This design comes from an exercise in tuning for small area, a short achievable clock period and few clock cycles on the open sky130 flow, not from production work. In this exercise RTL edits were held to simulation tests only and were not proved equivalent to the original.

==> inputs of 08-07 <==
Design fast_inverse_sqrt_top, start of the top module:
module fast_inverse_sqrt_top (
   input  wire         clock,
   input  wire         reset,
   input  wire         req_valid,
   output wire         req_ready,
   input  wire  [31:0] req_value_bits,
   output wire         rsp_valid,
   input  wire         rsp_ready,
   output wire  [31:0] rsp_inv_sqrt_bits
);
Settings: LEC_CHECK=0, CAP_MARGIN=20, CORE_MARGIN=2, CORE_UTILIZATION=40, SLEW_MARGIN=20; clock period 18.0 ns.
standard.sh (not shown) runs the stock make flow with config.mk's settings and CLKGATE_MAP_FILE= SYNTH_SCRIPT=/design/flow/synth_recipe.tcl, a recipe that flattens the netlist after the stock synthesis.
==> flow/flow/run.sh <==
#!/bin/bash
# The standard layout, with timing repair aimed at a tighter setup slack
# than the 18 ns clock needs, so that the achieved period shrinks. The clock
# period and all constraints are the design's own.
set -euo pipefail
cd "$(dirname "$0")/.."
bash standard.sh SETUP_SLACK_MARGIN=12.5 finish > make_finish.log 2>&1
==> 06-19: changes against 08-07 <==
--- a/flow/design.v
+++ b/flow/design.v
@@ -1474,53 +1474,41 @@
    input  wire  [35:0] fb,
    output logic [35:0] hi_a,
    output logic [35:0] hi_b,
    output logic        c22,
    output logic        stlo,
    output logic [9:0]  es,
-   output logic [4:0]  sh0,
-   output logic [4:0]  sh1,
    output logic        sgn,
    output logic        nan,
    output logic        inf,
    output logic        zero
 );
    logic [47:0] ra, rb;
-   logic [9:0]  er1;
    logic [12:0] lo;
    logic [5:0]  tz;
    fisr_mul_cs u_cs (.a({1'b1, fa[22:0]}), .b({1'b1, fb[22:0]}), .ra(ra), .rb(rb));
    always_comb begin
       lo   = {1'b0, ra[11:0]} + {1'b0, rb[11:0]};
       c22  = lo[12];
       tz   = {1'b0, fisr_pkg::tzc24({1'b1, fa[22:0]})} + {1'b0, fisr_pkg::tzc24({1'b1, fb[22:0]})};
       stlo = (tz < 6'd22);
       hi_a = ra[47:12];
       hi_b = rb[47:12];
       es   = {fa[31], fa[31:23]} + {fb[31], fb[31:23]} - 10'd127;
-      er1  = es + 10'd1;
-      if (!es[9] && es != 10'd0) sh0 = 5'd0;
-      else if ($signed(es) < -10'sd24) sh0 = 5'd25;
-      else sh0 = 5'(10'd1 - es);
-      if (!er1[9] && er1 != 10'd0) sh1 = 5'd0;
-      else if ($signed(er1) < -10'sd24) sh1 = 5'd25;
-      else sh1 = 5'(10'd1 - er1);
       sgn  = fa[32] ^ fb[32];
       nan  = fa[35] | fb[35] | (fa[34] & fb[33]) | (fb[34] & fa[33]);
       inf  = fa[34] | fb[34];
       zero = fa[33] | fb[33];
    end
 endmodule
 module fisr_mul_b (
    input  wire  [35:0] hi_a,
    input  wire  [35:0] hi_b,
    input  wire         c22,
    input  wire         stlo,
    input  wire  [9:0]  es,
-   input  wire  [4:0]  sh0,
-   input  wire  [4:0]  sh1,
    input  wire         sgn,
    input  wire         nan,
    input  wire         inf,
    input  wire         zero,
    output logic [35:0] f
 );
@@ -1528,23 +1516,29 @@
    logic [25:0] s;
    logic        n, g, st, guard, lsb, sticky, rnd, carry, zfin, ovf;
    logic [23:0] u, r, mask, mask0, mask1, um0, um1;
    logic [24:0] x, inc, inc0, inc1, th, th0, th1, oh, oh0, oh1;
    logic [9:0]  er, eo, er1, er2;
    logic        ov0, ov0c, ov1, ov1c;
-   logic [4:0]  sh;
+   logic [4:0]  sh, sh0, sh1;
    always_comb begin
       sx = {1'b0, hi_a, 1'b1} + {1'b0, hi_b, c22};
       s  = sx[36:11];
       n  = s[25];
       er1 = es + 10'd1;
       er2 = es + 10'd2;
       ov0  = !es[9] && (es >= 10'd255);
       ov0c = !es[9] && (es >= 10'd254);
       ov1  = !es[9] && (es >= 10'd254);
       ov1c = !es[9] && (es >= 10'd253);
+      if (!es[9] && es != 10'd0) sh0 = 5'd0;
+      else if ($signed(es) < -10'sd24) sh0 = 5'd25;
+      else sh0 = 5'(10'd1 - es);
+      if (!er1[9] && er1 != 10'd0) sh1 = 5'd0;
+      else if ($signed(er1) < -10'sd24) sh1 = 5'd25;
+      else sh1 = 5'(10'd1 - er1);
       for (int i = 0; i < 25; i++) begin
          th0[i] = (i < sh0);
          th1[i] = (i < sh1);
          oh0[i] = (i == sh0);
          oh1[i] = (i == sh1);
       end
@@ -1607,19 +1601,17 @@
    logic [4:0]  sa_k;
    logic        sa_xs, sa_nan, sa_inf, sa_zero, sa_small, sa_ysel;
    logic [35:0] s1_hx, s1_y;
    logic [35:0] s2_ha, s2_hb;
    logic        s2_c22, s2_stlo, s2_sgn, s2_nan, s2_inf, s2_zero;
    logic [9:0]  s2_es;
-   logic [4:0]  s2_sh0, s2_sh1;
    logic [35:0] s2_y;
    logic [35:0] s3_p, s3_y;
    logic [35:0] s4_ha, s4_hb;
    logic        s4_c22, s4_stlo, s4_sgn, s4_nan, s4_inf, s4_zero;
    logic [9:0]  s4_es;
-   logic [4:0]  s4_sh0, s4_sh1;
    logic [35:0] s4_y;
    logic [35:0] s5_t, s5_y;
    logic [26:0] s6_a27, s6_bs;
    logic [7:0]  s6_eg;
    logic        s6_sub, s6_sgn, s6_nan, s6_inf;
    logic [35:0] s6_y;
@@ -1628,13 +1620,12 @@
    logic        s6b_sgn, s6b_nan, s6b_inf;
    logic [35:0] s6b_y;
    logic [35:0] s7_d, s7_y;
    logic [35:0] s8_ha, s8_hb;
    logic        s8_c22, s8_stlo, s8_sgn, s8_nan, s8_inf, s8_zero;
    logic [9:0]  s8_es;
-   logic [4:0]  s8_sh0, s8_sh1;
    logic [35:0] s9_r;
    logic [7:0]  xe;
    logic [22:0] xf;
    logic        a_small, a_ysel;
    logic [23:0] a_q2, a_hm, a_nin;
    logic [31:0] a_yr;
@@ -1677,29 +1668,27 @@
          y1[22:0]  = sa_yr[22:0];
       end
    end
    logic [35:0] m2_ha, m2_hb;
    logic        m2_c22, m2_stlo, m2_sgn, m2_nan, m2_inf, m2_zero;
    logic [9:0]  m2_es;
-   logic [4:0]  m2_sh0, m2_sh1;
    logic [35:0] p3;
    fisr_mul_a u_pa (.fa(s1_hx), .fb(s1_y), .hi_a(m2_ha), .hi_b(m2_hb), .c22(m2_c22),
-                    .stlo(m2_stlo), .es(m2_es), .sh0(m2_sh0), .sh1(m2_sh1), .sgn(m2_sgn), .nan(m2_nan), .inf(m2_inf),
+                    .stlo(m2_stlo), .es(m2_es), .sgn(m2_sgn), .nan(m2_nan), .inf(m2_inf),
                     .zero(m2_zero));
    fisr_mul_b u_pb (.hi_a(s2_ha), .hi_b(s2_hb), .c22(s2_c22), .stlo(s2_stlo), .es(s2_es),
-                    .sh0(s2_sh0), .sh1(s2_sh1), .sgn(s2_sgn), .nan(s2_nan), .inf(s2_inf), .zero(s2_zero), .f(p3));
+                    .sgn(s2_sgn), .nan(s2_nan), .inf(s2_inf), .zero(s2_zero), .f(p3));
    logic [35:0] m4_ha, m4_hb;
    logic        m4_c22, m4_stlo, m4_sgn, m4_nan, m4_inf, m4_zero;
    logic [9:0]  m4_es;
-   logic [4:0]  m4_sh0, m4_sh1;
    logic [35:0] t5;
    fisr_mul_a u_ta (.fa(s3_p), .fb(s3_y), .hi_a(m4_ha), .hi_b(m4_hb), .c22(m4_c22),
-                    .stlo(m4_stlo), .es(m4_es), .sh0(m4_sh0), .sh1(m4_sh1), .sgn(m4_sgn), .nan(m4_nan), .inf(m4_inf),
+                    .stlo(m4_stlo), .es(m4_es), .sgn(m4_sgn), .nan(m4_nan), .inf(m4_inf),
                     .zero(m4_zero));
    fisr_mul_b u_tb (.hi_a(s4_ha), .hi_b(s4_hb), .c22(s4_c22), .stlo(s4_stlo), .es(s4_es),
-                    .sh0(s4_sh0), .sh1(s4_sh1), .sgn(s4_sgn), .nan(s4_nan), .inf(s4_inf), .zero(s4_zero), .f(t5));
+                    .sgn(s4_sgn), .nan(s4_nan), .inf(s4_inf), .zero(s4_zero), .f(t5));
    logic [8:0]  te;
    logic        t_big, t_sub, t_far;
    logic [4:0]  dt, dc;
    logic [26:0] tsh, csh, tmask, cmask, a27, bs;
    logic [27:0] sum6;
    logic [7:0]  eg6;
@@ -1763,19 +1752,18 @@
       d7[31:23] = e7[8:0];
       d7[22:0]  = near7 ? nn27[25:3] : mr[22:0];
    end
    logic [35:0] m8_ha, m8_hb;
    logic        m8_c22, m8_stlo, m8_sgn, m8_nan, m8_inf, m8_zero;
    logic [9:0]  m8_es;
-   logic [4:0]  m8_sh0, m8_sh1;
    logic [35:0] r9;
    fisr_mul_a u_ra (.fa(s7_y), .fb(s7_d), .hi_a(m8_ha), .hi_b(m8_hb), .c22(m8_c22),
-                    .stlo(m8_stlo), .es(m8_es), .sh0(m8_sh0), .sh1(m8_sh1), .sgn(m8_sgn), .nan(m8_nan), .inf(m8_inf),
+                    .stlo(m8_stlo), .es(m8_es), .sgn(m8_sgn), .nan(m8_nan), .inf(m8_inf),
                     .zero(m8_zero));
    fisr_mul_b u_rb (.hi_a(s8_ha), .hi_b(s8_hb), .c22(s8_c22), .stlo(s8_stlo), .es(s8_es),
-                    .sh0(s8_sh0), .sh1(s8_sh1), .sgn(s8_sgn), .nan(s8_nan), .inf(s8_inf), .zero(s8_zero), .f(r9));
+                    .sgn(s8_sgn), .nan(s8_nan), .inf(s8_inf), .zero(s8_zero), .f(r9));
    logic [23:0] rfrac;
    logic [31:0] rw;
    always_comb begin
       rfrac = {1'b1, s9_r[22:0]} >> (5'd1 - s9_r[27:23]);
       if (s9_r[35]) rw = fisr_pkg::CANON_NAN;
       else if (s9_r[34]) rw = {s9_r[32], 8'hFF, 23'b0};
@@ -1840,28 +1828,24 @@
          s1_y     <= y1;
          s2_ha    <= m2_ha;
          s2_hb    <= m2_hb;
          s2_c22   <= m2_c22;
          s2_stlo  <= m2_stlo;
          s2_es    <= m2_es;
-         s2_sh0  <= m2_sh0;
-         s2_sh1  <= m2_sh1;
          s2_sgn   <= m2_sgn;
          s2_nan   <= m2_nan;
          s2_inf   <= m2_inf;
          s2_zero  <= m2_zero;
          s2_y     <= s1_y;
          s3_p     <= p3;
          s3_y     <= s2_y;
          s4_ha    <= m4_ha;
          s4_hb    <= m4_hb;
          s4_c22   <= m4_c22;
          s4_stlo  <= m4_stlo;
          s4_es    <= m4_es;
-         s4_sh0  <= m4_sh0;
-         s4_sh1  <= m4_sh1;
          s4_sgn   <= m4_sgn;
          s4_nan   <= m4_nan;
          s4_inf   <= m4_inf;
          s4_zero  <= m4_zero;
          s4_y     <= s3_y;
          s5_t     <= t5;
@@ -1884,14 +1868,12 @@
          s7_y     <= s6b_y;
          s8_ha    <= m8_ha;
          s8_hb    <= m8_hb;
          s8_c22   <= m8_c22;
          s8_stlo  <= m8_stlo;
          s8_es    <= m8_es;
-         s8_sh0  <= m8_sh0;
-         s8_sh1  <= m8_sh1;
          s8_sgn   <= m8_sgn;
          s8_nan   <= m8_nan;
          s8_inf   <= m8_inf;
          s8_zero  <= m8_zero;
          s9_r     <= r9;
       end
==> flow/flow/run.sh (replaced) <==
#!/bin/bash
# The standard layout, with timing repair aimed at a tighter setup slack
# than the 18 ns clock needs, so that the achieved period shrinks. The clock
# period and all constraints are the design's own.
set -euo pipefail
cd "$(dirname "$0")/.."
bash standard.sh SETUP_SLACK_MARGIN=12.3 finish > make_finish.log 2>&1
==> 04-17: changes against 08-07 <==
--- a/flow/design.v
+++ b/flow/design.v
@@ -1469,82 +1469,76 @@
    assign rb[47] = s631;
 endmodule
 `default_nettype none
 module fisr_mul_a (
    input  wire  [35:0] fa,
    input  wire  [35:0] fb,
-   output logic [35:0] hi_a,
-   output logic [35:0] hi_b,
+   output logic [25:0] hi_a,
+   output logic [25:0] hi_b,
    output logic        c22,
    output logic        stlo,
    output logic [9:0]  es,
-   output logic [4:0]  sh0,
-   output logic [4:0]  sh1,
    output logic        sgn,
    output logic        nan,
    output logic        inf,
    output logic        zero
 );
    logic [47:0] ra, rb;
-   logic [9:0]  er1;
-   logic [12:0] lo;
+   logic [22:0] lo;
    logic [5:0]  tz;
    fisr_mul_cs u_cs (.a({1'b1, fa[22:0]}), .b({1'b1, fb[22:0]}), .ra(ra), .rb(rb));
    always_comb begin
-      lo   = {1'b0, ra[11:0]} + {1'b0, rb[11:0]};
-      c22  = lo[12];
+      lo   = {1'b0, ra[21:0]} + {1'b0, rb[21:0]};
+      c22  = lo[22];
       tz   = {1'b0, fisr_pkg::tzc24({1'b1, fa[22:0]})} + {1'b0, fisr_pkg::tzc24({1'b1, fb[22:0]})};
       stlo = (tz < 6'd22);
-      hi_a = ra[47:12];
-      hi_b = rb[47:12];
+      hi_a = ra[47:22];
+      hi_b = rb[47:22];
       es   = {fa[31], fa[31:23]} + {fb[31], fb[31:23]} - 10'd127;
-      er1  = es + 10'd1;
-      if (!es[9] && es != 10'd0) sh0 = 5'd0;
-      else if ($signed(es) < -10'sd24) sh0 = 5'd25;
-      else sh0 = 5'(10'd1 - es);
-      if (!er1[9] && er1 != 10'd0) sh1 = 5'd0;
-      else if ($signed(er1) < -10'sd24) sh1 = 5'd25;
-      else sh1 = 5'(10'd1 - er1);
       sgn  = fa[32] ^ fb[32];
       nan  = fa[35] | fb[35] | (fa[34] & fb[33]) | (fb[34] & fa[33]);
       inf  = fa[34] | fb[34];
       zero = fa[33] | fb[33];
    end
 endmodule
 module fisr_mul_b (
-   input  wire  [35:0] hi_a,
-   input  wire  [35:0] hi_b,
+   input  wire  [25:0] hi_a,
+   input  wire  [25:0] hi_b,
    input  wire         c22,
    input  wire         stlo,
    input  wire  [9:0]  es,
-   input  wire  [4:0]  sh0,
-   input  wire  [4:0]  sh1,
    input  wire         sgn,
    input  wire         nan,
    input  wire         inf,
    input  wire         zero,
    output logic [35:0] f
 );
-   logic [37:0] sx;
+   logic [27:0] sx;
    logic [25:0] s;
    logic        n, g, st, guard, lsb, sticky, rnd, carry, zfin, ovf;
    logic [23:0] u, r, mask, mask0, mask1, um0, um1;
    logic [24:0] x, inc, inc0, inc1, th, th0, th1, oh, oh0, oh1;
    logic [9:0]  er, eo, er1, er2;
    logic        ov0, ov0c, ov1, ov1c;
-   logic [4:0]  sh;
+   logic [4:0]  sh, sh0, sh1;
    always_comb begin
       sx = {1'b0, hi_a, 1'b1} + {1'b0, hi_b, c22};
-      s  = sx[36:11];
+      s  = sx[26:1];
       n  = s[25];
       er1 = es + 10'd1;
       er2 = es + 10'd2;
       ov0  = !es[9] && (es >= 10'd255);
       ov0c = !es[9] && (es >= 10'd254);
       ov1  = !es[9] && (es >= 10'd254);
       ov1c = !es[9] && (es >= 10'd253);
+      if (!es[9] && es != 10'd0) sh0 = 5'd0;
+      else if ($signed(es) < -10'sd24) sh0 = 5'd25;
+      else sh0 = 5'(10'd1 - es);
+      if (!er1[9] && er1 != 10'd0) sh1 = 5'd0;
+      else if ($signed(er1) < -10'sd24) sh1 = 5'd25;
+      else sh1 = 5'(10'd1 - er1);
       for (int i = 0; i < 25; i++) begin
          th0[i] = (i < sh0);
          th1[i] = (i < sh1);
          oh0[i] = (i == sh0);
          oh1[i] = (i == sh1);
       end
@@ -1591,50 +1585,42 @@
    input  wire         rsp_ready,
    output wire  [31:0] rsp_inv_sqrt_bits
 );
    logic        en;
    logic        o_v, k_v;
    logic [31:0] o_d, k_d;
-   logic        s0_v, sa_v, s1_v, s2_v, s3_v, s4_v, s5_v, s6_v, s6b_v, s7_v, s8_v, s9_v;
-   logic        rr;
+   logic        s0_v, sa_v, s1_v, s2_v, s3_v, s4_v, s5_v, s6_v, s7_v, s8_v, s9_v;
    assign en        = ~k_v;
-   assign req_ready = rr;
+   assign req_ready = en;
    assign rsp_valid = o_v;
    assign rsp_inv_sqrt_bits = o_d;
    logic [31:0] s0_x;
    logic [31:0] sa_yr;
    logic [23:0] sa_hm;
    logic [7:0]  sa_xe;
    logic [4:0]  sa_k;
    logic        sa_xs, sa_nan, sa_inf, sa_zero, sa_small, sa_ysel;
    logic [35:0] s1_hx, s1_y;
-   logic [35:0] s2_ha, s2_hb;
+   logic [25:0] s2_ha, s2_hb;
    logic        s2_c22, s2_stlo, s2_sgn, s2_nan, s2_inf, s2_zero;
    logic [9:0]  s2_es;
-   logic [4:0]  s2_sh0, s2_sh1;
    logic [35:0] s2_y;
    logic [35:0] s3_p, s3_y;
-   logic [35:0] s4_ha, s4_hb;
+   logic [25:0] s4_ha, s4_hb;
    logic        s4_c22, s4_stlo, s4_sgn, s4_nan, s4_inf, s4_zero;
    logic [9:0]  s4_es;
-   logic [4:0]  s4_sh0, s4_sh1;
    logic [35:0] s4_y;
    logic [35:0] s5_t, s5_y;
-   logic [26:0] s6_a27, s6_bs;
+   logic [27:0] s6_sum;
    logic [7:0]  s6_eg;
-   logic        s6_sub, s6_sgn, s6_nan, s6_inf;
+   logic        s6_sgn, s6_nan, s6_inf;
    logic [35:0] s6_y;
-   logic [27:0] s6b_sum;
-   logic [7:0]  s6b_eg;
-   logic        s6b_sgn, s6b_nan, s6b_inf;
-   logic [35:0] s6b_y;
    logic [35:0] s7_d, s7_y;
-   logic [35:0] s8_ha, s8_hb;
+   logic [25:0] s8_ha, s8_hb;
    logic        s8_c22, s8_stlo, s8_sgn, s8_nan, s8_inf, s8_zero;
    logic [9:0]  s8_es;
-   logic [4:0]  s8_sh0, s8_sh1;
    logic [35:0] s9_r;
    logic [7:0]  xe;
    logic [22:0] xf;
    logic        a_small, a_ysel;
    logic [23:0] a_q2, a_hm, a_nin;
    logic [31:0] a_yr;
@@ -1674,32 +1660,30 @@
          y1[22:0]  = nout[22:0];
       end else begin
          y1[31:23] = {1'b0, sa_yr[30:23]};
          y1[22:0]  = sa_yr[22:0];
       end
    end
-   logic [35:0] m2_ha, m2_hb;
+   logic [25:0] m2_ha, m2_hb;
    logic        m2_c22, m2_stlo, m2_sgn, m2_nan, m2_inf, m2_zero;
    logic [9:0]  m2_es;
-   logic [4:0]  m2_sh0, m2_sh1;
    logic [35:0] p3;
    fisr_mul_a u_pa (.fa(s1_hx), .fb(s1_y), .hi_a(m2_ha), .hi_b(m2_hb), .c22(m2_c22),
-                    .stlo(m2_stlo), .es(m2_es), .sh0(m2_sh0), .sh1(m2_sh1), .sgn(m2_sgn), .nan(m2_nan), .inf(m2_inf),
+                    .stlo(m2_stlo), .es(m2_es), .sgn(m2_sgn), .nan(m2_nan), .inf(m2_inf),
                     .zero(m2_zero));
    fisr_mul_b u_pb (.hi_a(s2_ha), .hi_b(s2_hb), .c22(s2_c22), .stlo(s2_stlo), .es(s2_es),
-                    .sh0(s2_sh0), .sh1(s2_sh1), .sgn(s2_sgn), .nan(s2_nan), .inf(s2_inf), .zero(s2_zero), .f(p3));
-   logic [35:0] m4_ha, m4_hb;
+                    .sgn(s2_sgn), .nan(s2_nan), .inf(s2_inf), .zero(s2_zero), .f(p3));
+   logic [25:0] m4_ha, m4_hb;
    logic        m4_c22, m4_stlo, m4_sgn, m4_nan, m4_inf, m4_zero;
    logic [9:0]  m4_es;
-   logic [4:0]  m4_sh0, m4_sh1;
    logic [35:0] t5;
    fisr_mul_a u_ta (.fa(s3_p), .fb(s3_y), .hi_a(m4_ha), .hi_b(m4_hb), .c22(m4_c22),
-                    .stlo(m4_stlo), .es(m4_es), .sh0(m4_sh0), .sh1(m4_sh1), .sgn(m4_sgn), .nan(m4_nan), .inf(m4_inf),
+                    .stlo(m4_stlo), .es(m4_es), .sgn(m4_sgn), .nan(m4_nan), .inf(m4_inf),
                     .zero(m4_zero));
    fisr_mul_b u_tb (.hi_a(s4_ha), .hi_b(s4_hb), .c22(s4_c22), .stlo(s4_stlo), .es(s4_es),
-                    .sh0(s4_sh0), .sh1(s4_sh1), .sgn(s4_sgn), .nan(s4_nan), .inf(s4_inf), .zero(s4_zero), .f(t5));
+                    .sgn(s4_sgn), .nan(s4_nan), .inf(s4_inf), .zero(s4_zero), .f(t5));
    logic [8:0]  te;
    logic        t_big, t_sub, t_far;
    logic [4:0]  dt, dc;
    logic [26:0] tsh, csh, tmask, cmask, a27, bs;
    logic [27:0] sum6;
    logic [7:0]  eg6;
@@ -1724,58 +1708,57 @@
          eg6 = 8'd127;
          a27 = {2'b11, 25'b0};
          if (s5_t[33]) bs = '0;
          else if (t_far) bs = 27'd1;
          else bs = tsh | {26'b0, ({1'b1, s5_t[22:0], 3'b0} & tmask) != '0};
       end
+      sum6 = t_sub ? ({1'b0, a27} - {1'b0, bs}) : ({1'b0, a27} + {1'b0, bs});
       sgn6 = s5_t[34] ? t_sub : (t_big & t_sub);
    end
-   assign sum6 = s6_sub ? ({1'b0, s6_a27} - {1'b0, s6_bs}) : ({1'b0, s6_a27} + {1'b0, s6_bs});
    logic [26:0] f27, nn27;
    logic [9:0]  fbe, nbe, e7;
    logic [4:0]  lz7;
    logic        near7, g7, st7;
    logic [24:0] mr;
    logic [35:0] d7;
    always_comb begin
-      if (s6b_sum[27]) begin
-         f27 = {s6b_sum[27:2], s6b_sum[1] | s6b_sum[0]};
-         fbe = {2'b0, s6b_eg} + 10'd1;
-      end else if (s6b_sum[26]) begin
-         f27 = s6b_sum[26:0];
-         fbe = {2'b0, s6b_eg};
+      if (s6_sum[27]) begin
+         f27 = {s6_sum[27:2], s6_sum[1] | s6_sum[0]};
+         fbe = {2'b0, s6_eg} + 10'd1;
+      end else if (s6_sum[26]) begin
+         f27 = s6_sum[26:0];
+         fbe = {2'b0, s6_eg};
       end else begin
-         f27 = {s6b_sum[25:0], 1'b0};
-         fbe = {2'b0, s6b_eg} - 10'd1;
+         f27 = {s6_sum[25:0], 1'b0};
+         fbe = {2'b0, s6_eg} - 10'd1;
       end
       g7  = f27[2];
       st7 = f27[1] | f27[0];
       mr  = {1'b0, f27[26:3]} + {24'b0, g7 & (st7 | f27[3])};
-      near7 = (s6b_sum[27:25] == 3'b000);
-      lz7  = fisr_pkg::lzc24(s6b_sum[26:3]);
-      nn27 = s6b_sum[26:0] << lz7;
-      nbe  = {2'b0, s6b_eg} - {5'b0, lz7};
+      near7 = (s6_sum[27:25] == 3'b000);
+      lz7  = fisr_pkg::lzc24(s6_sum[26:3]);
+      nn27 = s6_sum[26:0] << lz7;
+      nbe  = {2'b0, s6_eg} - {5'b0, lz7};
       if (near7) e7 = nbe;
       else e7 = fbe + {9'b0, mr[24]};
-      d7[35] = s6b_nan;
-      d7[34] = !s6b_nan && (s6b_inf || (!e7[9] && e7 >= 10'd255));
-      d7[33] = !s6b_nan && !s6b_inf && (s6b_sum == '0);
-      d7[32] = s6b_inf ? s6b_sgn : (s6b_sgn && (s6b_sum != '0));
+      d7[35] = s6_nan;
+      d7[34] = !s6_nan && (s6_inf || (!e7[9] && e7 >= 10'd255));
+      d7[33] = !s6_nan && !s6_inf && (s6_sum == '0);
+      d7[32] = s6_inf ? s6_sgn : (s6_sgn && (s6_sum != '0));
       d7[31:23] = e7[8:0];
       d7[22:0]  = near7 ? nn27[25:3] : mr[22:0];
    end
-   logic [35:0] m8_ha, m8_hb;
+   logic [25:0] m8_ha, m8_hb;
    logic        m8_c22, m8_stlo, m8_sgn, m8_nan, m8_inf, m8_zero;
    logic [9:0]  m8_es;
-   logic [4:0]  m8_sh0, m8_sh1;
    logic [35:0] r9;
    fisr_mul_a u_ra (.fa(s7_y), .fb(s7_d), .hi_a(m8_ha), .hi_b(m8_hb), .c22(m8_c22),
-                    .stlo(m8_stlo), .es(m8_es), .sh0(m8_sh0), .sh1(m8_sh1), .sgn(m8_sgn), .nan(m8_nan), .inf(m8_inf),
+                    .stlo(m8_stlo), .es(m8_es), .sgn(m8_sgn), .nan(m8_nan), .inf(m8_inf),
                     .zero(m8_zero));
    fisr_mul_b u_rb (.hi_a(s8_ha), .hi_b(s8_hb), .c22(s8_c22), .stlo(s8_stlo), .es(s8_es),
-                    .sh0(s8_sh0), .sh1(s8_sh1), .sgn(s8_sgn), .nan(s8_nan), .inf(s8_inf), .zero(s8_zero), .f(r9));
+                    .sgn(s8_sgn), .nan(s8_nan), .inf(s8_inf), .zero(s8_zero), .f(r9));
    logic [23:0] rfrac;
    logic [31:0] rw;
    always_comb begin
       rfrac = {1'b1, s9_r[22:0]} >> (5'd1 - s9_r[27:23]);
       if (s9_r[35]) rw = fisr_pkg::CANON_NAN;
       else if (s9_r[34]) rw = {s9_r[32], 8'hFF, 23'b0};
@@ -1792,37 +1775,33 @@
          s1_v <= 1'b0;
          s2_v <= 1'b0;
          s3_v <= 1'b0;
          s4_v <= 1'b0;
          s5_v <= 1'b0;
          s6_v <= 1'b0;
-         s6b_v <= 1'b0;
          s7_v <= 1'b0;
          s8_v <= 1'b0;
          s9_v <= 1'b0;
          o_v  <= 1'b0;
          k_v  <= 1'b0;
-         rr   <= 1'b1;
       end else begin
          if (en) begin
             s0_v <= req_valid;
             sa_v <= s0_v;
             s1_v <= sa_v;
             s2_v <= s1_v;
             s3_v <= s2_v;
             s4_v <= s3_v;
             s5_v <= s4_v;
             s6_v <= s5_v;
-            s6b_v <= s6_v;
-            s7_v <= s6b_v;
+            s7_v <= s6_v;
             s8_v <= s7_v;
             s9_v <= s8_v;
          end
          o_v <= (o_v & ~rsp_ready) | k_v | push;
          k_v <= (k_v | push) & o_v & ~rsp_ready;
-         rr  <= ~((k_v | push) & o_v & ~rsp_ready);
       end
    end
    always_ff @(posedge clock) begin
       if (!o_v || rsp_ready) o_d <= k_v ? k_d : rw;
       if (en) begin
          k_d      <= rw;
@@ -1840,58 +1819,44 @@
          s1_y     <= y1;
          s2_ha    <= m2_ha;
          s2_hb    <= m2_hb;
          s2_c22   <= m2_c22;
          s2_stlo  <= m2_stlo;
          s2_es    <= m2_es;
-         s2_sh0  <= m2_sh0;
-         s2_sh1  <= m2_sh1;
          s2_sgn   <= m2_sgn;
          s2_nan   <= m2_nan;
          s2_inf   <= m2_inf;
          s2_zero  <= m2_zero;
          s2_y     <= s1_y;
          s3_p     <= p3;
          s3_y     <= s2_y;
          s4_ha    <= m4_ha;
          s4_hb    <= m4_hb;
          s4_c22   <= m4_c22;
          s4_stlo  <= m4_stlo;
          s4_es    <= m4_es;
-         s4_sh0  <= m4_sh0;
-         s4_sh1  <= m4_sh1;
          s4_sgn   <= m4_sgn;
          s4_nan   <= m4_nan;
          s4_inf   <= m4_inf;
          s4_zero  <= m4_zero;
          s4_y     <= s3_y;
          s5_t     <= t5;
          s5_y     <= s4_y;
-         s6_a27   <= a27;
-         s6_bs    <= bs;
-         s6_sub   <= t_sub;
+         s6_sum   <= sum6;
          s6_eg    <= eg6;
          s6_sgn   <= sgn6;
          s6_nan   <= s5_t[35];
          s6_inf   <= s5_t[34];
          s6_y     <= s5_y;
          s7_d     <= d7;
-         s6b_sum  <= sum6;
-         s6b_eg   <= s6_eg;
-         s6b_sgn  <= s6_sgn;
-         s6b_nan  <= s6_nan;
-         s6b_inf  <= s6_inf;
-         s6b_y    <= s6_y;
-         s7_y     <= s6b_y;
+         s7_y     <= s6_y;
          s8_ha    <= m8_ha;
          s8_hb    <= m8_hb;
          s8_c22   <= m8_c22;
          s8_stlo  <= m8_stlo;
          s8_es    <= m8_es;
-         s8_sh0  <= m8_sh0;
-         s8_sh1  <= m8_sh1;
          s8_sgn   <= m8_sgn;
          s8_nan   <= m8_nan;
          s8_inf   <= m8_inf;
          s8_zero  <= m8_zero;
          s9_r     <= r9;
       end
==> flow/flow/run.sh (replaced) <==
#!/bin/bash
# The standard layout, with timing repair aimed at a tighter setup slack
# than the 18 ns clock needs, so that the achieved period shrinks. The clock
# period and all constraints are the design's own.
set -euo pipefail
cd "$(dirname "$0")/.."
bash standard.sh SETUP_SLACK_MARGIN=12 finish > make_finish.log 2>&1
==> qor.yml <==
stdcell_count: 14901
final_area_um2: 119000
synth_top_area_frac: 0.272
synth-xor-area-share: 0.0993
period_minus_slack_ns: 5.67
tapcell.inserted: 3552
area_delta_synth_final_pct: 10.7
run_status: "complete, no violations"
start_util: 0.401
post-route-period-util: 0.315
mostFrequentLayoutCells: "inv_1 (977), edfxtp_1 (971), nand2_1 (852)"
max_freq_ghz: 0.176
viasPerCell: 6.12
# the run above: 06-19

==> qor.yml <==
mostFrequentLayoutCells: "inv_1 (925), nand2_1 (828), edfxtp_1 (813)"
run_status: "complete, no violations"
start_util: 0.401
post-route-period-util: 0.389
period_minus_slack_ns: 7.00
viasPerCell: 6.14
synth-xor-area-share: 0.108
area_delta_synth_final_pct: 10.4
final_area_um2: 110000
# the run above: 04-17

==> qor.yml <==
final_area_um2: 115000
period_minus_slack_ns: 5.40
viasPerCell: 6.01
post-route-period-util: 0.300
start_util: 0.401
mostFrequentLayoutCells: "edfxtp_1 (1001), inv_1 (996), a22oi_1 (778)"
run_status: "complete, no violations"
tapcell.inserted: 3515
stdcell_count: 14387
synth-xor-area-share: 0.0996
area_delta_synth_final_pct: 9.22
max_freq_ghz: 0.185
# the run above: 08-07

Testbench counts of 08-07, summed over its fixed seeds: cycles 24,104.
Testbench counts of 06-19, summed over its fixed seeds: cycles 24,104.
Testbench counts of 04-17, summed over its fixed seeds: cycles 24,096.

what the ideal ports hide:
No port has a modelled driver above. Below, the same layouts with a new extraction and two added sets of constraints. Step 1 (the two cells are an assumption about what drives the block):
set clk [get_ports {clock}]
set_driving_cell -lib_cell sky130_fd_sc_hd__clkbuf_16 $clk
set_driving_cell -lib_cell sky130_fd_sc_hd__buf_2 [delete_from_list [all_inputs] $clk]
Step 2 times the ports against the registers' clock, not the clock port: input delays grow and output delays shrink by t, the midpoint of the rising clock arrivals with the driver on. Three values: ideal ports, drivers, drivers and shift; two values: the first two.
| run | t (ns) | setup slack, ns | worst register clock-pin slew, ns | pins driven straight from the clock port |
|---|---|---|---|---|
| 08-07 | 0.866 | 12.604 / 12.604 / 12.604 | 0.07 / 0.07 | 1 |
| 06-19 | 0.942 | 12.332 / 12.332 / 12.332 | 0.08 / 0.08 | 1 |
| 04-17 | 0.833 | 10.998 / 10.998 / 10.998 | 0.07 / 0.07 | 1 |
After both steps every run listed still meets setup and hold.
